This is an optimization exercise on Yosys and OpenROAD, whose aim is small area and a short achievable clock period, not a production implementation.
No functional check of the RTL was part of this run.
Power figures rest on the tool's default switching activity, not on a simulated workload.

==> flow/design.v <==
package synthRegPkg;
    typedef struct packed {
        logic [1:0] prefix;
        logic [5:0] paramCode;
        logic [4:0] voice;
        logic [2:0] opIndex;
    } voiceOpReg_t;
    typedef struct packed {
        logic [1:0]  prefix;
        logic [13:0] tableAddr;
    } tableReg_t;
    typedef union packed {
        voiceOpReg_t voiceOp;
        tableReg_t   tableEntry;
    } regNumber_u;
    localparam logic [1:0] PREFIX_VOICE_OP = 2'b11;
    localparam logic [1:0] PREFIX_TABLE    = 2'b10;
    localparam logic [5:0] PARAM_PHASE_STEP = 6'h00;
    localparam logic [5:0] PARAM_CARRIER    = 6'h01;
    localparam logic [5:0] PARAM_LEVEL      = 6'h02;
    localparam logic [5:0] PARAM_NOTE_ON    = 6'h10;
    localparam logic [5:0] PARAM_LED        = 6'h12;
endpackage
package synthVoicePkg;
    typedef logic [3-1:0] slot_t;
    typedef logic [15:0] phase_t;
    typedef logic signed [15:0] sample_t;
endpackage
`timescale 1ns/1ns
module spiSlave (
    input  logic                       i_Clock,
    input  logic                       i_rst,
    input  logic                       i_SpiNss,
    input  logic                       i_SpiSck,
    input  logic                       i_SpiMosi,
    input  logic                       i_SampleReady,
    input  synthVoicePkg::sample_t     i_Sample,
    output logic                       o_SpiMiso,
    output logic                       o_WriteStrobe,
    output synthRegPkg::regNumber_u    o_RegNumber,
    output logic [15:0]                o_RegValue
);
    localparam int COUNT_BITS = $clog2(32) + 1;
    logic [2:0] r_NssSync;
    logic [2:0] r_SckSync;
    logic [1:0] r_MosiSync;
    logic [32-1:0] r_RxShift;
    logic [COUNT_BITS-1:0]      r_BitCount;
    logic [15:0]                r_TxShift;
    synthVoicePkg::sample_t     r_LatestSample;
    logic w_NssFall;
    logic w_NssRise;
    logic w_SckRise;
    logic w_SckFall;
    logic w_Active;
    assign w_NssFall = r_NssSync[2] & ~r_NssSync[1];
    assign w_NssRise = ~r_NssSync[2] & r_NssSync[1];
    assign w_SckRise = ~r_SckSync[2] & r_SckSync[1];
    assign w_SckFall = r_SckSync[2] & ~r_SckSync[1];
    assign w_Active  = ~r_NssSync[1];
    assign o_SpiMiso = r_TxShift[15];
    always_ff @(posedge i_Clock) begin
        if (i_rst) begin
            r_NssSync      <= '1;
            r_SckSync      <= '0;
            r_BitCount     <= '0;
            r_TxShift      <= '0;
            r_LatestSample <= '0;
            o_WriteStrobe  <= 1'b0;
        end else begin
            o_WriteStrobe <= w_NssRise && r_BitCount == COUNT_BITS'(32);
            r_NssSync <= {r_NssSync[1:0], i_SpiNss};
            r_SckSync <= {r_SckSync[1:0], i_SpiSck};
            if (i_SampleReady) begin
                r_LatestSample <= i_Sample;
            end
            if (w_NssFall) begin
                r_BitCount   <= '0;
                r_TxShift    <= r_LatestSample;
            end else if (w_Active) begin
                if (w_SckRise && r_BitCount != '1) begin
                    r_BitCount <= r_BitCount + 1'b1;
                end
                if (w_SckFall) begin
                    r_TxShift <= {r_TxShift[14:0], 1'b0};
                end
            end
        end
    end
    always_ff @(posedge i_Clock) begin
        r_MosiSync <= {r_MosiSync[0], i_SpiMosi};
        if (w_Active && w_SckRise) begin
            r_RxShift <= {r_RxShift[32-2:0], r_MosiSync[1]};
        end
    end
    assign o_RegNumber = r_RxShift[32-1 -: 16];
    assign o_RegValue  = r_RxShift[15:0];
endmodule
`timescale 1ns/1ns
module synth (
    input  logic i_Clock,
    input  logic i_rst,
    input  logic i_SpiNss,
    input  logic i_SpiSck,
    input  logic i_SpiMosi,
    output logic o_SpiMiso,
    output logic o_Led
);
    logic                    w_Strobe;
    synthRegPkg::regNumber_u w_RegNumber;
    logic [15:0]             w_RegValue;
    logic                    r_SampleReady;
    logic signed [15:0]      w_Sample;
    spiSlave spi0 (
        .i_Clock       (i_Clock),
        .i_rst         (i_rst),
        .i_SpiNss      (i_SpiNss),
        .i_SpiSck      (i_SpiSck),
        .i_SpiMosi     (i_SpiMosi),
        .i_SampleReady (r_SampleReady),
        .i_Sample      (w_Sample),
        .o_SpiMiso     (o_SpiMiso),
        .o_WriteStrobe (w_Strobe),
        .o_RegNumber   (w_RegNumber),
        .o_RegValue    (w_RegValue)
    );
    logic       w_IsVoice;
    logic       w_IsTable;
    logic [5:0] w_Param;
    logic [2:0] w_WSlot;
    logic       w_WeStep;
    logic       w_WeNote;
    logic       w_WeCarrier;
    logic       w_WeLevel;
    logic       w_WeTable;
    assign w_IsVoice   = w_RegNumber[15:14] == 2'b11;
    assign w_IsTable   = w_RegNumber[15:14] == 2'b10;
    assign w_Param     = w_RegNumber[13:8];
    assign w_WSlot     = {w_RegNumber[0] ^ w_RegNumber[5], w_RegNumber[4:3]};
    assign w_WeStep    = w_Strobe & w_IsVoice & (w_Param == 6'h00) & ~i_rst;
    assign w_WeCarrier = w_Strobe & w_IsVoice & (w_Param == 6'h01);
    assign w_WeLevel   = w_Strobe & w_IsVoice & (w_Param == 6'h02);
    assign w_WeNote    = w_Strobe & w_IsVoice & (w_Param == 6'h10);
    assign w_WeTable   = w_Strobe & w_IsTable & ~i_rst;
    always_ff @(posedge i_Clock) begin
        if (i_rst) begin
            o_Led <= 1'b0;
        end else if (w_Strobe && w_IsVoice && w_Param == 6'h12) begin
            o_Led <= |w_RegValue[7:4];
        end
    end
    logic [2:0] r_Head;
    always_ff @(posedge i_Clock) begin
        if (i_rst) r_Head <= '0;
        else       r_Head <= r_Head + 3'd1;
    end
    logic [2:0] r_NoteK;
    logic [2:0] r_MixK;
    always_ff @(posedge i_Clock) begin
        r_NoteK <= w_WSlot - r_Head - 3'd3;
        r_MixK  <= w_WSlot - r_Head - 3'd1;
    end
    logic [7:0] r_Rot;
    always_ff @(posedge i_Clock) begin
        r_Rot <= r_Rot + 8'd1;
    end
    logic [15:0] r_Step [8];
    logic [15:0] r_Q    [8];
    logic        r_Note [8];
    logic [15:0] r_OpA;
    logic [15:0] r_OpB;
    logic [2:0]  w_StepPlace;
    logic [15:0] w_StepData;
    logic [15:0] w_StepNext;
    logic        w_Note0Next;
    logic [15:0] w_QNew;
    logic        r_PendStep;
    logic        r_PendLevel;
    logic        r_PendCarrier;
    logic [7:0]  r_PendPlace;
    logic [15:0] r_PendData;
    assign w_StepData  = w_RegValue + 16'h0800;
    assign w_QNew      = r_OpA + r_OpB;
    always_ff @(posedge i_Clock) begin
        for (int k = 1; k < 8; k++) begin
            r_Step[k] <= r_Step[k-1];
        end
        if (r_PendStep && r_PendPlace[2:0] == 3'd7) begin
            r_Step[0] <= r_PendData;
        end else begin
            r_Step[0] <= r_Step[7];
        end
    end
    assign w_StepPlace = r_Head + 3'd2 + r_Rot[2:0];
    assign w_StepNext  = (w_WeStep && r_NoteK == 3'd0) ? w_StepData :
                         (r_PendStep && r_PendPlace[2:0] == w_StepPlace) ? r_PendData :
                         r_Step[w_StepPlace];
    assign w_Note0Next = ~i_rst & ((w_WeNote && r_NoteK == 3'd0) ? w_RegValue[0] : r_Note[1]);
    always_ff @(posedge i_Clock) begin
        r_OpA <= w_Note0Next ? r_Q[1] : {r_Rot + 8'd2, 8'h00};
        r_OpB <= w_Note0Next ? w_StepNext : 16'h0000;
    end
    always_ff @(posedge i_Clock) begin
        for (int k = 1; k < 7; k++) begin
            r_Q[k] <= r_Q[k+1];
        end
        r_Q[7] <= w_QNew;
    end
    always_ff @(posedge i_Clock) begin
        for (int k = 0; k < 8; k++) begin
            if (i_rst) begin
                r_Note[k] <= 1'b0;
            end else if (w_WeNote && r_NoteK == 3'(k)) begin
                r_Note[k] <= w_RegValue[0];
            end else begin
                r_Note[k] <= r_Note[(k + 1) % 8];
            end
        end
    end
    logic [1:0][31:0] r_Lo;
    logic [3:0]       r_Hi;
    logic        r_NoteOn;
    always_ff @(posedge i_Clock) begin
        for (int i = 0; i < 32; i++) begin
            r_Lo[0][i] <= w_QNew[12:8] == 5'(i) && !w_QNew[15];
            r_Lo[1][i] <= w_QNew[12:8] == 5'(i) && w_QNew[15];
        end
        for (int i = 0; i < 4; i++) begin
            r_Hi[i] <= w_QNew[14:13] == 2'(i);
        end
        if (i_rst) r_NoteOn <= 1'b0;
        else       r_NoteOn <= r_Note[0];
    end
    logic [255:0][15:0] r_Table;
    logic               r_Pend;
    always_ff @(posedge i_Clock) begin
        for (int i = 0; i < 256; i++) begin
            if (i % 64 == 0 && r_Pend && r_PendPlace == 8'((i + 255) % 256)) begin
                r_Table[i] <= r_PendData;
            end else begin
                r_Table[i] <= r_Table[(i + 255) % 256];
            end
        end
    end
    always_ff @(posedge i_Clock) begin
        if (w_WeTable) begin
            r_PendPlace <= w_RegNumber[7:0] + r_Rot + 8'd1;
            r_PendData  <= w_RegValue;
        end else if (w_WeStep) begin
            r_PendPlace <= {5'd0, w_WSlot} + r_Rot + 8'd1;
            r_PendData  <= w_StepData;
        end else if ((w_WeLevel || w_WeCarrier) && !i_rst) begin
            r_PendPlace <= {5'd0, 3'd0 - r_MixK};
            r_PendData  <= w_RegValue;
        end else begin
            r_PendPlace <= r_PendPlace + 8'd1;
        end
    end
    always_ff @(posedge i_Clock) begin
        if (w_WeTable) begin
            r_Pend <= 1'b1;
        end else if (w_WeStep || w_WeLevel || w_WeCarrier || r_PendPlace[5:0] == 6'h3f) begin
            r_Pend <= 1'b0;
        end
        if (w_WeStep) begin
            r_PendStep <= 1'b1;
        end else if (w_WeTable || w_WeLevel || w_WeCarrier || r_PendPlace[2:0] == 3'd7) begin
            r_PendStep <= 1'b0;
        end
        if (i_rst) begin
            r_PendLevel   <= 1'b0;
            r_PendCarrier <= 1'b0;
        end else begin
            r_PendLevel   <= w_WeLevel ||
                             (r_PendLevel && !w_WeTable && !w_WeStep && !w_WeCarrier && r_PendPlace[2:0] != 3'd0);
            r_PendCarrier <= w_WeCarrier ||
                             (r_PendCarrier && !w_WeTable && !w_WeStep && !w_WeLevel && r_PendPlace[2:0] != 3'd0);
        end
    end
    logic [7:0][15:0]  w_Grp;
    logic [15:0]       w_Read;
    logic              w_Bypass;
    assign w_Grp[0] =
        (r_Table[0] & {16{r_Lo[0][0]}}) | (r_Table[1] & {16{r_Lo[0][1]}}) |
        (r_Table[2] & {16{r_Lo[0][2]}}) | (r_Table[3] & {16{r_Lo[0][3]}}) |
        (r_Table[4] & {16{r_Lo[0][4]}}) | (r_Table[5] & {16{r_Lo[0][5]}}) |
        (r_Table[6] & {16{r_Lo[0][6]}}) | (r_Table[7] & {16{r_Lo[0][7]}}) |
        (r_Table[8] & {16{r_Lo[0][8]}}) | (r_Table[9] & {16{r_Lo[0][9]}}) |
        (r_Table[10] & {16{r_Lo[0][10]}}) | (r_Table[11] & {16{r_Lo[0][11]}}) |
        (r_Table[12] & {16{r_Lo[0][12]}}) | (r_Table[13] & {16{r_Lo[0][13]}}) |
        (r_Table[14] & {16{r_Lo[0][14]}}) | (r_Table[15] & {16{r_Lo[0][15]}}) |
        (r_Table[16] & {16{r_Lo[0][16]}}) | (r_Table[17] & {16{r_Lo[0][17]}}) |
        (r_Table[18] & {16{r_Lo[0][18]}}) | (r_Table[19] & {16{r_Lo[0][19]}}) |
        (r_Table[20] & {16{r_Lo[0][20]}}) | (r_Table[21] & {16{r_Lo[0][21]}}) |
        (r_Table[22] & {16{r_Lo[0][22]}}) | (r_Table[23] & {16{r_Lo[0][23]}}) |
        (r_Table[24] & {16{r_Lo[0][24]}}) | (r_Table[25] & {16{r_Lo[0][25]}}) |
        (r_Table[26] & {16{r_Lo[0][26]}}) | (r_Table[27] & {16{r_Lo[0][27]}}) |
        (r_Table[28] & {16{r_Lo[0][28]}}) | (r_Table[29] & {16{r_Lo[0][29]}}) |
        (r_Table[30] & {16{r_Lo[0][30]}}) | (r_Table[31] & {16{r_Lo[0][31]}});
    assign w_Grp[1] =
        (r_Table[32] & {16{r_Lo[0][0]}}) | (r_Table[33] & {16{r_Lo[0][1]}}) |
        (r_Table[34] & {16{r_Lo[0][2]}}) | (r_Table[35] & {16{r_Lo[0][3]}}) |
        (r_Table[36] & {16{r_Lo[0][4]}}) | (r_Table[37] & {16{r_Lo[0][5]}}) |
        (r_Table[38] & {16{r_Lo[0][6]}}) | (r_Table[39] & {16{r_Lo[0][7]}}) |
        (r_Table[40] & {16{r_Lo[0][8]}}) | (r_Table[41] & {16{r_Lo[0][9]}}) |
        (r_Table[42] & {16{r_Lo[0][10]}}) | (r_Table[43] & {16{r_Lo[0][11]}}) |
        (r_Table[44] & {16{r_Lo[0][12]}}) | (r_Table[45] & {16{r_Lo[0][13]}}) |
        (r_Table[46] & {16{r_Lo[0][14]}}) | (r_Table[47] & {16{r_Lo[0][15]}}) |
        (r_Table[48] & {16{r_Lo[0][16]}}) | (r_Table[49] & {16{r_Lo[0][17]}}) |
        (r_Table[50] & {16{r_Lo[0][18]}}) | (r_Table[51] & {16{r_Lo[0][19]}}) |
        (r_Table[52] & {16{r_Lo[0][20]}}) | (r_Table[53] & {16{r_Lo[0][21]}}) |
        (r_Table[54] & {16{r_Lo[0][22]}}) | (r_Table[55] & {16{r_Lo[0][23]}}) |
        (r_Table[56] & {16{r_Lo[0][24]}}) | (r_Table[57] & {16{r_Lo[0][25]}}) |
        (r_Table[58] & {16{r_Lo[0][26]}}) | (r_Table[59] & {16{r_Lo[0][27]}}) |
        (r_Table[60] & {16{r_Lo[0][28]}}) | (r_Table[61] & {16{r_Lo[0][29]}}) |
        (r_Table[62] & {16{r_Lo[0][30]}}) | (r_Table[63] & {16{r_Lo[0][31]}});
    assign w_Grp[2] =
        (r_Table[64] & {16{r_Lo[0][0]}}) | (r_Table[65] & {16{r_Lo[0][1]}}) |
        (r_Table[66] & {16{r_Lo[0][2]}}) | (r_Table[67] & {16{r_Lo[0][3]}}) |
        (r_Table[68] & {16{r_Lo[0][4]}}) | (r_Table[69] & {16{r_Lo[0][5]}}) |
        (r_Table[70] & {16{r_Lo[0][6]}}) | (r_Table[71] & {16{r_Lo[0][7]}}) |
        (r_Table[72] & {16{r_Lo[0][8]}}) | (r_Table[73] & {16{r_Lo[0][9]}}) |
        (r_Table[74] & {16{r_Lo[0][10]}}) | (r_Table[75] & {16{r_Lo[0][11]}}) |
        (r_Table[76] & {16{r_Lo[0][12]}}) | (r_Table[77] & {16{r_Lo[0][13]}}) |
        (r_Table[78] & {16{r_Lo[0][14]}}) | (r_Table[79] & {16{r_Lo[0][15]}}) |
        (r_Table[80] & {16{r_Lo[0][16]}}) | (r_Table[81] & {16{r_Lo[0][17]}}) |
        (r_Table[82] & {16{r_Lo[0][18]}}) | (r_Table[83] & {16{r_Lo[0][19]}}) |
        (r_Table[84] & {16{r_Lo[0][20]}}) | (r_Table[85] & {16{r_Lo[0][21]}}) |
        (r_Table[86] & {16{r_Lo[0][22]}}) | (r_Table[87] & {16{r_Lo[0][23]}}) |
        (r_Table[88] & {16{r_Lo[0][24]}}) | (r_Table[89] & {16{r_Lo[0][25]}}) |
        (r_Table[90] & {16{r_Lo[0][26]}}) | (r_Table[91] & {16{r_Lo[0][27]}}) |
        (r_Table[92] & {16{r_Lo[0][28]}}) | (r_Table[93] & {16{r_Lo[0][29]}}) |
        (r_Table[94] & {16{r_Lo[0][30]}}) | (r_Table[95] & {16{r_Lo[0][31]}});
    assign w_Grp[3] =
        (r_Table[96] & {16{r_Lo[0][0]}}) | (r_Table[97] & {16{r_Lo[0][1]}}) |
        (r_Table[98] & {16{r_Lo[0][2]}}) | (r_Table[99] & {16{r_Lo[0][3]}}) |
        (r_Table[100] & {16{r_Lo[0][4]}}) | (r_Table[101] & {16{r_Lo[0][5]}}) |
        (r_Table[102] & {16{r_Lo[0][6]}}) | (r_Table[103] & {16{r_Lo[0][7]}}) |
        (r_Table[104] & {16{r_Lo[0][8]}}) | (r_Table[105] & {16{r_Lo[0][9]}}) |
        (r_Table[106] & {16{r_Lo[0][10]}}) | (r_Table[107] & {16{r_Lo[0][11]}}) |
        (r_Table[108] & {16{r_Lo[0][12]}}) | (r_Table[109] & {16{r_Lo[0][13]}}) |
        (r_Table[110] & {16{r_Lo[0][14]}}) | (r_Table[111] & {16{r_Lo[0][15]}}) |
        (r_Table[112] & {16{r_Lo[0][16]}}) | (r_Table[113] & {16{r_Lo[0][17]}}) |
        (r_Table[114] & {16{r_Lo[0][18]}}) | (r_Table[115] & {16{r_Lo[0][19]}}) |
        (r_Table[116] & {16{r_Lo[0][20]}}) | (r_Table[117] & {16{r_Lo[0][21]}}) |
        (r_Table[118] & {16{r_Lo[0][22]}}) | (r_Table[119] & {16{r_Lo[0][23]}}) |
        (r_Table[120] & {16{r_Lo[0][24]}}) | (r_Table[121] & {16{r_Lo[0][25]}}) |
        (r_Table[122] & {16{r_Lo[0][26]}}) | (r_Table[123] & {16{r_Lo[0][27]}}) |
        (r_Table[124] & {16{r_Lo[0][28]}}) | (r_Table[125] & {16{r_Lo[0][29]}}) |
        (r_Table[126] & {16{r_Lo[0][30]}}) | (r_Table[127] & {16{r_Lo[0][31]}});
    assign w_Grp[4] =
        (r_Table[128] & {16{r_Lo[1][0]}}) | (r_Table[129] & {16{r_Lo[1][1]}}) |
        (r_Table[130] & {16{r_Lo[1][2]}}) | (r_Table[131] & {16{r_Lo[1][3]}}) |
        (r_Table[132] & {16{r_Lo[1][4]}}) | (r_Table[133] & {16{r_Lo[1][5]}}) |
        (r_Table[134] & {16{r_Lo[1][6]}}) | (r_Table[135] & {16{r_Lo[1][7]}}) |
        (r_Table[136] & {16{r_Lo[1][8]}}) | (r_Table[137] & {16{r_Lo[1][9]}}) |
        (r_Table[138] & {16{r_Lo[1][10]}}) | (r_Table[139] & {16{r_Lo[1][11]}}) |
        (r_Table[140] & {16{r_Lo[1][12]}}) | (r_Table[141] & {16{r_Lo[1][13]}}) |
        (r_Table[142] & {16{r_Lo[1][14]}}) | (r_Table[143] & {16{r_Lo[1][15]}}) |
        (r_Table[144] & {16{r_Lo[1][16]}}) | (r_Table[145] & {16{r_Lo[1][17]}}) |
        (r_Table[146] & {16{r_Lo[1][18]}}) | (r_Table[147] & {16{r_Lo[1][19]}}) |
        (r_Table[148] & {16{r_Lo[1][20]}}) | (r_Table[149] & {16{r_Lo[1][21]}}) |
        (r_Table[150] & {16{r_Lo[1][22]}}) | (r_Table[151] & {16{r_Lo[1][23]}}) |
        (r_Table[152] & {16{r_Lo[1][24]}}) | (r_Table[153] & {16{r_Lo[1][25]}}) |
        (r_Table[154] & {16{r_Lo[1][26]}}) | (r_Table[155] & {16{r_Lo[1][27]}}) |
        (r_Table[156] & {16{r_Lo[1][28]}}) | (r_Table[157] & {16{r_Lo[1][29]}}) |
        (r_Table[158] & {16{r_Lo[1][30]}}) | (r_Table[159] & {16{r_Lo[1][31]}});
    assign w_Grp[5] =
        (r_Table[160] & {16{r_Lo[1][0]}}) | (r_Table[161] & {16{r_Lo[1][1]}}) |
        (r_Table[162] & {16{r_Lo[1][2]}}) | (r_Table[163] & {16{r_Lo[1][3]}}) |
        (r_Table[164] & {16{r_Lo[1][4]}}) | (r_Table[165] & {16{r_Lo[1][5]}}) |
        (r_Table[166] & {16{r_Lo[1][6]}}) | (r_Table[167] & {16{r_Lo[1][7]}}) |
        (r_Table[168] & {16{r_Lo[1][8]}}) | (r_Table[169] & {16{r_Lo[1][9]}}) |
        (r_Table[170] & {16{r_Lo[1][10]}}) | (r_Table[171] & {16{r_Lo[1][11]}}) |
        (r_Table[172] & {16{r_Lo[1][12]}}) | (r_Table[173] & {16{r_Lo[1][13]}}) |
        (r_Table[174] & {16{r_Lo[1][14]}}) | (r_Table[175] & {16{r_Lo[1][15]}}) |
        (r_Table[176] & {16{r_Lo[1][16]}}) | (r_Table[177] & {16{r_Lo[1][17]}}) |
        (r_Table[178] & {16{r_Lo[1][18]}}) | (r_Table[179] & {16{r_Lo[1][19]}}) |
        (r_Table[180] & {16{r_Lo[1][20]}}) | (r_Table[181] & {16{r_Lo[1][21]}}) |
        (r_Table[182] & {16{r_Lo[1][22]}}) | (r_Table[183] & {16{r_Lo[1][23]}}) |
        (r_Table[184] & {16{r_Lo[1][24]}}) | (r_Table[185] & {16{r_Lo[1][25]}}) |
        (r_Table[186] & {16{r_Lo[1][26]}}) | (r_Table[187] & {16{r_Lo[1][27]}}) |
        (r_Table[188] & {16{r_Lo[1][28]}}) | (r_Table[189] & {16{r_Lo[1][29]}}) |
        (r_Table[190] & {16{r_Lo[1][30]}}) | (r_Table[191] & {16{r_Lo[1][31]}});
    assign w_Grp[6] =
        (r_Table[192] & {16{r_Lo[1][0]}}) | (r_Table[193] & {16{r_Lo[1][1]}}) |
        (r_Table[194] & {16{r_Lo[1][2]}}) | (r_Table[195] & {16{r_Lo[1][3]}}) |
        (r_Table[196] & {16{r_Lo[1][4]}}) | (r_Table[197] & {16{r_Lo[1][5]}}) |
        (r_Table[198] & {16{r_Lo[1][6]}}) | (r_Table[199] & {16{r_Lo[1][7]}}) |
        (r_Table[200] & {16{r_Lo[1][8]}}) | (r_Table[201] & {16{r_Lo[1][9]}}) |
        (r_Table[202] & {16{r_Lo[1][10]}}) | (r_Table[203] & {16{r_Lo[1][11]}}) |
        (r_Table[204] & {16{r_Lo[1][12]}}) | (r_Table[205] & {16{r_Lo[1][13]}}) |
        (r_Table[206] & {16{r_Lo[1][14]}}) | (r_Table[207] & {16{r_Lo[1][15]}}) |
        (r_Table[208] & {16{r_Lo[1][16]}}) | (r_Table[209] & {16{r_Lo[1][17]}}) |
        (r_Table[210] & {16{r_Lo[1][18]}}) | (r_Table[211] & {16{r_Lo[1][19]}}) |
        (r_Table[212] & {16{r_Lo[1][20]}}) | (r_Table[213] & {16{r_Lo[1][21]}}) |
        (r_Table[214] & {16{r_Lo[1][22]}}) | (r_Table[215] & {16{r_Lo[1][23]}}) |
        (r_Table[216] & {16{r_Lo[1][24]}}) | (r_Table[217] & {16{r_Lo[1][25]}}) |
        (r_Table[218] & {16{r_Lo[1][26]}}) | (r_Table[219] & {16{r_Lo[1][27]}}) |
        (r_Table[220] & {16{r_Lo[1][28]}}) | (r_Table[221] & {16{r_Lo[1][29]}}) |
        (r_Table[222] & {16{r_Lo[1][30]}}) | (r_Table[223] & {16{r_Lo[1][31]}});
    assign w_Grp[7] =
        (r_Table[224] & {16{r_Lo[1][0]}}) | (r_Table[225] & {16{r_Lo[1][1]}}) |
        (r_Table[226] & {16{r_Lo[1][2]}}) | (r_Table[227] & {16{r_Lo[1][3]}}) |
        (r_Table[228] & {16{r_Lo[1][4]}}) | (r_Table[229] & {16{r_Lo[1][5]}}) |
        (r_Table[230] & {16{r_Lo[1][6]}}) | (r_Table[231] & {16{r_Lo[1][7]}}) |
        (r_Table[232] & {16{r_Lo[1][8]}}) | (r_Table[233] & {16{r_Lo[1][9]}}) |
        (r_Table[234] & {16{r_Lo[1][10]}}) | (r_Table[235] & {16{r_Lo[1][11]}}) |
        (r_Table[236] & {16{r_Lo[1][12]}}) | (r_Table[237] & {16{r_Lo[1][13]}}) |
        (r_Table[238] & {16{r_Lo[1][14]}}) | (r_Table[239] & {16{r_Lo[1][15]}}) |
        (r_Table[240] & {16{r_Lo[1][16]}}) | (r_Table[241] & {16{r_Lo[1][17]}}) |
        (r_Table[242] & {16{r_Lo[1][18]}}) | (r_Table[243] & {16{r_Lo[1][19]}}) |
        (r_Table[244] & {16{r_Lo[1][20]}}) | (r_Table[245] & {16{r_Lo[1][21]}}) |
        (r_Table[246] & {16{r_Lo[1][22]}}) | (r_Table[247] & {16{r_Lo[1][23]}}) |
        (r_Table[248] & {16{r_Lo[1][24]}}) | (r_Table[249] & {16{r_Lo[1][25]}}) |
        (r_Table[250] & {16{r_Lo[1][26]}}) | (r_Table[251] & {16{r_Lo[1][27]}}) |
        (r_Table[252] & {16{r_Lo[1][28]}}) | (r_Table[253] & {16{r_Lo[1][29]}}) |
        (r_Table[254] & {16{r_Lo[1][30]}}) | (r_Table[255] & {16{r_Lo[1][31]}});
    assign w_Read =
        (w_Grp[0] & {16{r_Hi[0]}}) |
        (w_Grp[1] & {16{r_Hi[1]}}) |
        (w_Grp[2] & {16{r_Hi[2]}}) |
        (w_Grp[3] & {16{r_Hi[3]}}) |
        (w_Grp[4] & {16{r_Hi[0]}}) |
        (w_Grp[5] & {16{r_Hi[1]}}) |
        (w_Grp[6] & {16{r_Hi[2]}}) |
        (w_Grp[7] & {16{r_Hi[3]}});
    assign w_Bypass = r_Pend & r_Lo[r_PendPlace[7]][r_PendPlace[4:0]] & r_Hi[r_PendPlace[6:5]];
    logic signed [15:0] r_Wave;
    always_ff @(posedge i_Clock) begin
        if (w_Bypass) begin
            r_Wave <= r_PendData;
        end else begin
            r_Wave <= w_Read;
        end
    end
    logic [7:0] r_Level   [8];
    logic       r_Carrier [8];
    always_ff @(posedge i_Clock) begin
        for (int k = 0; k < 7; k++) begin
            if (i_rst) begin
                r_Level[k]   <= '0;
                r_Carrier[k] <= 1'b0;
            end else begin
                r_Level[k]   <= r_Level[k+1];
                r_Carrier[k] <= r_Carrier[k+1];
            end
        end
        if (i_rst) begin
            r_Level[7]   <= '0;
            r_Carrier[7] <= 1'b0;
        end else begin
            r_Level[7]   <= (r_PendLevel && r_PendPlace[2:0] == 3'd0) ? r_PendData[7:0] : r_Level[0];
            r_Carrier[7] <= (r_PendCarrier && r_PendPlace[2:0] == 3'd0) ? r_PendData[0] : r_Carrier[0];
        end
    end
    logic [7:0] r_LevelEff;
    logic [7:0] w_Level0Next;
    logic       w_Carrier0Next;
    assign w_Level0Next   = (w_WeLevel && r_MixK == 3'd0) ? w_RegValue[7:0] :
                            (r_PendLevel && r_PendPlace[2:0] == 3'd7) ? r_PendData[7:0] : r_Level[1];
    assign w_Carrier0Next = (w_WeCarrier && r_MixK == 3'd0) ? w_RegValue[0] :
                            (r_PendCarrier && r_PendPlace[2:0] == 3'd7) ? r_PendData[0] : r_Carrier[1];
    always_ff @(posedge i_Clock) begin
        if (i_rst) begin
            r_LevelEff <= '0;
        end else begin
            r_LevelEff <= (w_Carrier0Next && r_NoteOn) ? w_Level0Next : 8'h00;
        end
    end
    function automatic logic [55:0] csa(input logic [27:0] a, input logic [27:0] b,
                                        input logic [27:0] c);
        logic [27:0] s;
        logic [27:0] m;
        s = a ^ b ^ c;
        m = (a & b) | (a & c) | (b & c);
        csa = {s, m[26:0], 1'b0};
    endfunction
    logic [7:0][27:0] w_Row;
    logic [27:0]      w_S1a, w_C1a, w_S1b, w_C1b;
    logic [27:0]      w_S2a, w_C2a, w_S2b, w_C2b;
    logic [27:0]      w_S3, w_C3;
    logic [27:0]      w_S4, w_C4;
    for (genvar i = 0; i < 8; i++) begin : g_row
        assign w_Row[i] = r_LevelEff[i] ? (28'($signed(r_Wave)) << i) : 28'd0;
    end
    assign {w_S1a, w_C1a} = csa(w_Row[0], w_Row[1], w_Row[2]);
    assign {w_S1b, w_C1b} = csa(w_Row[3], w_Row[4], w_Row[5]);
    assign {w_S2a, w_C2a} = csa(w_S1a, w_C1a, w_S1b);
    assign {w_S2b, w_C2b} = csa(w_C1b, w_Row[6], w_Row[7]);
    assign {w_S3, w_C3}   = csa(w_S2a, w_C2a, w_S2b);
    assign {w_S4, w_C4}   = csa(w_S3, w_C3, w_C2b);
    logic [27:0] r_ProdS;
    logic [27:0] r_ProdC;
    always_ff @(posedge i_Clock) begin
        r_ProdS <= w_S4;
        r_ProdC <= w_C4;
    end
    function automatic logic carry8(input logic [7:0] a, input logic [7:0] b);
        logic [7:0] g;
        logic [7:0] p;
        g = a & b;
        p = a | b;
        for (int d = 1; d < 8; d = d * 2) begin
            for (int i = 7; i >= d; i--) begin
                g[i] = g[i] | (p[i] & g[i-d]);
                p[i] = p[i] & p[i-d];
            end
        end
        carry8 = g[7];
    endfunction
    function automatic logic [19:0] add20(input logic [19:0] a, input logic [19:0] b);
        logic [19:0] g;
        logic [19:0] p;
        logic [19:0] x;
        g = a & b;
        p = a ^ b;
        x = a ^ b;
        for (int d = 1; d < 20; d = d * 2) begin
            for (int i = 19; i >= d; i--) begin
                g[i] = g[i] | (p[i] & g[i-d]);
                p[i] = p[i] & p[i-d];
            end
        end
        add20 = x ^ {g[18:0], 1'b0};
    endfunction
    logic               r_RstLast;
    logic signed [19:0] r_Acc;
    logic [19:0]        w_AccIn;
    logic               w_Cout8;
    logic [19:0]        w_S5, w_M5;
    logic [19:0]        w_AddB;
    logic [19:0]        w_AccNext;
    logic               w_Last;
    assign w_AccIn = r_SampleReady ? 20'd0 : r_Acc;
    assign w_Cout8 = carry8(r_ProdS[7:0], r_ProdC[7:0]);
    assign w_S5    = w_AccIn ^ r_ProdS[27:8] ^ r_ProdC[27:8];
    assign w_M5    = (w_AccIn & r_ProdS[27:8]) | (w_AccIn & r_ProdC[27:8]) |
                     (r_ProdS[27:8] & r_ProdC[27:8]);
    assign w_AddB    = {w_M5[18:0], w_Cout8};
    assign w_AccNext = add20(w_S5, w_AddB);
    assign w_Last    = r_Head == 3'd1;
    always_ff @(posedge i_Clock) begin
        r_RstLast <= i_rst;
        if (i_rst) begin
            r_SampleReady <= 1'b0;
        end else begin
            r_SampleReady <= w_Last;
        end
        if (i_rst || r_RstLast) begin
            r_Acc <= '0;
        end else begin
            r_Acc <= w_AccNext;
        end
    end
    assign w_Sample = (r_Acc > 20'sd32767)  ? 16'sh7FFF :
                      (r_Acc < -20'sd32768) ? 16'sh8000 : r_Acc[15:0];
endmodule
==> flow/flow/run.sh <==
#!/bin/bash
set -euo pipefail
cd "$(dirname "$0")/.."
bash standard.sh SETUP_SLACK_MARGIN=6.5 \
  "BUFFER_PORTS_ARGS=-buffer_cell sky130_fd_sc_hd__buf_4" finish > flow_make.log 2>&1
==> flow/standard.sh <==
#!/bin/bash
# synth_recipe.tcl (not shown) runs the flow's synth.tcl, then flattens the netlist and writes it again
# the make line also repeats each setting of config.mk as NAME=value (left out here)
make -C /OpenROAD-flow-scripts/flow DESIGN_CONFIG=/design/flow/config.mk WORK_HOME=/design/flow/orfs CLKGATE_MAP_FILE= SYNTH_SCRIPT=/design/flow/synth_recipe.tcl "${@:-finish}"
==> flow/config.mk <==
export PLATFORM = sky130hd
export DESIGN_NAME = synth
export DESIGN_NICKNAME = synth
export VERILOG_FILES = /design/flow/design.v
export SDC_FILE = /design/flow/constraint.sdc
export NUM_CORES = 4
export LEC_CHECK = 0
export CAP_MARGIN = 20
export CORE_MARGIN = 2
export CORE_UTILIZATION = 40
export CTS_CLUSTER_DIAMETER = 80
export CTS_CLUSTER_SIZE = 32
export SETUP_SLACK_MARGIN = 5
export SLEW_MARGIN = 20
==> flow/constraint.sdc <==
create_clock -name core_clock -period 9.5 [get_ports {i_Clock}]
set_input_delay 1.9000 -clock core_clock [delete_from_list [all_inputs] [get_ports {i_Clock}]]
set_output_delay 1.9000 -clock core_clock [all_outputs]
set_load 0.01 [all_outputs]
==> summary.txt <==
==> through the flow <==
step	cell area (µm²)	total power, W	hold slack [ns]	utilization	instances
6_report	146000	0.0304	0.312	0.450	14000
3_3_place_gp	135000	0.0209	0.310	0.417	13500
2_1_floorplan	130000	0.0208	0.310	-	9547
4_1_cts	144000	0.0303	0.310	0.445	13900
5_1_grt	146000	0.0311	0.315	0.450	14000
3_5_place_dp	135000	0.0209	0.312	0.417	13500
==> metal layers <==
| metal | vias up | track usage | share of wire |
|---|---|---|---|
| met3 | 1684 | 0.0826 | 0.13 |
| met4 | 22 | 0.162 | 0.067 |
| met2 | 7201 | 0.424 | 0.42 |
| li1 | 35100 | - | - |
| met1 | 44200 | 0.389 | 0.39 |
| met5 | - | 0 | 0.00037 |
==> report_power, final <==
part           switching [W]  internal, W
Sequential          0.000158       0.0200
Combinational       0.000196     0.000151
Clock                0.00614      0.00373
Total                0.00649       0.0239
==> cell usage in the layout, fill, tap and decap left out, types with 22 or more instances in the layout <==
cell / n
dfxtp_1: 4587
a22oi_1: 1138
a22o_1: 457
a221oi_1: 442
nand4_1: 282
nand3_1: 247
buf_4: 224
clkbuf_16: 191
nor2_1: 166
inv_1: 146
nand2_1: 138
fa_1: 121
mux2_2: 100
and2_1: 100
nor2b_1: 86
a21oi_1: 84
buf_12: 80
dfxtp_4: 79
or4_1: 61
ha_1: 56
edfxtp_1: 48
mux2i_1: 45
nor3_1: 44
buf_6: 43
xnor2_1: 42
o21ai_0: 42
o41ai_4: 34
buf_8: 31
xor2_1: 28
mux4_2: 25
a211oi_1: 23
diode_2: 22
buf_16: 22
==> registers in the layout (all words and copies together) (netlist names), 4 cells and up <==
| signal | cells |
|---|---|
| r_OpA | 16 |
| r_Table | 4096 |
| r_Q | 112 |
| r_Acc | 20 |
| spi0.r_BitCount | 6 |
| r_Wave | 16 |
| r_Hi | 4 |
| r_PendData | 16 |
| r_Step | 128 |
| r_ProdC | 20 |
| r_Note | 8 |
| spi0.r_LatestSample | 16 |
| r_OpB | 16 |
| r_Carrier | 8 |
| r_Level | 64 |
| r_Rot | 8 |
| r_LevelEff | 8 |
| r_PendPlace | 8 |
| spi0.r_TxShift | 16 |
| r_ProdS | 19 |
| r_Lo | 64 |
| spi0.r_RxShift | 32 |
==> final timing paths <==
kind,cells past startpoint,slack (ns),from,end
hold / removal,0,0.31,r_Table[863]$_DFF_P_,r_Table[879]$_DFF_P_
hold reg to reg,0,0.31,r_Table[863]$_DFF_P_,r_Table[879]$_DFF_P_
setup reg to reg,12,6.42,r_SampleReady$_SDFF_PP0_,r_Acc[19]$_SDFF_PP0_
setup / recovery,1,6.16,o_Led$_SDFFE_PP0P_,o_Led
==> final cells by class <==
type | count | share of cell area
Inverter | 152 | 0.00401
Clock buffer | 208 | 0.0327
Timing Repair Buffer | 421 | 0.0375
Clock inverter | 30 | 0.00318
Sequential cell | 4726 | 0.654
Antenna cell | 22 | 0.000377
Tap cell | 4325 | 0.0371
Multi-Input combinational cell | 4102 | 0.231
==> what timing repair did <==
action,in CTS,in global routing
resized for setup,307,164
cloned,15,6
buffers inserted,151,94
setup endpoints to repair,207,202
pin swaps,28,63
==> cells by family after synthesis <==
| family | after synthesis | synth area share |
|---|---|---|
| AND/OR/NAND/NOR | 1238 | 0.0521 |
| buffers and inverters | 720 | 0.0220 |
| multiplexers | 173 | 0.0167 |
| AO/OA/AOI/OAI | 2421 | 0.147 |
| adder cells (fa/ha/maj) | 193 | 0.0258 |
| XOR/XNOR | 76 | 0.00523 |
| flip-flops | 4726 | 0.731 |
==> summary.txt <==
# TYPE chip_impl_metric gauge
chip_impl_info{name="run_status",value="no timing/DRC/antenna violations"} 1
chip_impl_metric{name="layout_min_cycle_time",unit="ns"} 3.34
chip_impl_info{name="critical_path.cell_chain",value="buf_6"} 1
chip_impl_metric{name="synth_area_per_cell",unit="µm²"} 13.6
chip_impl_metric{name="drc",unit=""} 0
chip_impl_metric{name="max_slew_headroom",unit=""} 0.207
chip_impl_metric{name="power_density",unit="mW/mm²"} 208
chip_impl_metric{name="fp.dieH",unit="µm"} 574
chip_impl_metric{name="post_synth_num_cell_types",unit=""} 82
chip_impl_metric{name="vdd_drop_max",unit="µV"} 158
chip_impl_metric{name="io_buffer_count",unit=""} 6
chip_impl_metric{name="period_share",unit=""} 0.351
chip_impl_metric{name="ys_async_sr_fraction",unit=""} 0
chip_impl_metric{name="area_delta_synth_final",unit="%"} 12.2
chip_impl_metric{name="grt_antenna_before_repair",unit=""} 35
chip_impl_metric{name="core_area",unit="mm²"} 0.324
chip_impl_metric{name="ratio_of_routed_vias_to_standard_cells",unit=""} 6.31
chip_impl_metric{name="critical-path-max-stage-delay",unit="ns"} 0.39
chip_impl_metric{name="clock-sinks",unit=""} 4726
chip_impl_metric{name="io-pin-count",unit=""} 7
chip_impl_info{name="synth_most_common_cell",value="dfxtp_1"} 1
chip_impl_info{name="biggest_area_contributors_in_the_synthesized_netlist",value="dfxtp_1, a22oi_1, a22o_1, a221oi_1, fa_1"} 1
chip_impl_metric{name="synth_edf_count",unit=""} 48
chip_impl_metric{name="yosysWarningCount",unit=""} 7
chip_impl_metric{name="htreeDepth",unit=""} 4
chip_impl_metric{name="cts_buffers",unit=""} 179
chip_impl_metric{name="worst-endpoint-required",unit="ns"} 7.60
chip_impl_metric{name="post_route_cells_drive_above_1_share",unit=""} 0.110
chip_impl_info{name="synth_flop_cell",value="dfxtp_1"} 1
chip_impl_metric{name="multiInputGateArea",unit="mm²"} 0.0338
chip_impl_metric{name="critPathMaxFanout",unit=""} 2
chip_impl_metric{name="number_of_buffers_on_the_longest_clock_path",unit=""} 4
chip_impl_metric{name="route.final.wire_length",unit="µm"} 505000
chip_impl_metric{name="arrival_worst_endpoint",unit="ns"} 1.44
chip_impl_metric{name="drt_first_pass_iters",unit=""} 14
chip_impl_metric{name="timing.setup.tns",unit="ns"} 0
chip_impl_metric{name="row_count",unit=""} 209
chip_impl_metric{name="slew_violations",unit=""} 0
chip_impl_metric{name="fin_ws",unit="ns"} 6.16
chip_impl_metric{name="synth_fp_nets",unit=""} 9744
chip_impl_metric{name="timing.critical_path.buf_inv",unit=""} 1
chip_impl_metric{name="final_nets",unit=""} 9779
chip_impl_metric{name="power.static_leakage",unit="nW"} 54.9
chip_impl_metric{name="grt_max_degree",unit=""} 82
chip_impl_metric{name="max_slew.worst_pin.slew",unit="ns"} 1.19
chip_impl_metric{name="floorplan.initialDensity",unit=""} 0.402
chip_impl_metric{name="synth_cells",unit=""} 9547
chip_impl_info{name="critPathSlowestCell",value="dfxtp_4"} 1
chip_impl_metric{name="detail-route-antenna-nets",unit=""} 0
chip_impl_metric{name="proportion_of_synthesized_chip_area_in_sequential_cells",unit=""} 0.731
chip_impl_metric{name="detailroute.via_count",unit=""} 88200
chip_impl_info{name="tritoncts",value="built"} 1
chip_impl_metric{name="clkLatencyLatePin",unit="ns"} 0.99
chip_impl_info{name="cts_root_buffer",value="clkbuf_16"} 1
chip_impl_metric{name="die_area",unit="mm²"} 0.330
chip_impl_metric{name="grtUsageTotal",unit=""} 0.291
chip_impl_metric{name="mappedNetlistArea",unit="mm²"} 0.130
chip_impl_metric{name="cts.hold.buffers_added",unit=""} 0
chip_impl_metric{name="global_route_wire_length_before_repair",unit="µm"} 678000
chip_impl_metric{name="finalHoldViolations",unit=""} 0
chip_impl_info{name="setup.worst_path.end_class",value="output port"} 1
chip_impl_metric{name="timing.fmax",unit="MHz"} 300
chip_impl_info{name="min_path_type",value="flip-flop to flip-flop"} 1
chip_impl_metric{name="remaining_global_route_overflow",unit=""} 0
chip_impl_metric{name="drv.max_cap_violation_count",unit=""} 0
chip_impl_metric{name="clkTransAtPathRegs",unit="ns"} 0.12
chip_impl_metric{name="via_count_of_the_first_global_routing_pass",unit=""} 84400
chip_impl_metric{name="setup_viol",unit=""} 0
chip_impl_metric{name="drt-initial-drc-count",unit=""} 14300
chip_impl_metric{name="placement.setup.worst_slack",unit="ns"} 4.88
chip_impl_metric{name="seq_area",unit="mm²"} 0.0954
chip_impl_info{name="synth_top_cell_by_area",value="dfxtp_1"} 1
chip_impl_metric{name="routability_driven_placement_congestion_ratio",unit=""} 0.884
chip_impl_info{name="synth.cells.most_frequent",value="dfxtp_1, a22oi_1, a22o_1"} 1
chip_impl_metric{name="fillers",unit=""} 28400
chip_impl_metric{name="wl_cell",unit="µm"} 36.1
chip_impl_info{name="crit_family",value="flip-flops"} 1
chip_impl_metric{name="synth_top_cell_area_share",unit=""} 0.720
chip_impl_metric{name="post-dp-hpwl",unit="µm"} 261000
chip_impl_info{name="crit_path_start_kind",value="flip-flop"} 1
chip_impl_metric{name="die_w",unit="µm"} 574
chip_impl_metric{name="skew",unit="ns"} 0.0900
chip_impl_metric{name="postSynthRegisterBits",unit=""} 4726
chip_impl_info{name="critPathKind",value="flip-flop to output port"} 1
chip_impl_info{name="rsz0062_at_grt",value="true"} 1

separate check: timing with driven ports:
The results above use ideal ports. As a check the final layout listed here was re-extracted and re-timed, cells and wires unchanged.
Step 1: set_driving_cell puts a clkbuf_16 on i_Clock and a buf_2 on each other input, an assumption about the parent block.
Step 2 times the ports against the registers' clock, not the clock port: input delays grow and output delays shrink by t, the midpoint of the rising clock arrivals with the driver on.
Slacks: no drivers / after step 1 / after step 2; pairs: no drivers / after step 1.
t, ns: 1.040
setup WS [ns]: 6.165 / 6.060 / 5.643
hold slack, ns: 0.312 / 0.312 / 0.312
After both steps this run still meets setup and hold. For this run, drivers alone change the setup slack by -0.105 ns; drivers and shift together by -0.522 ns.
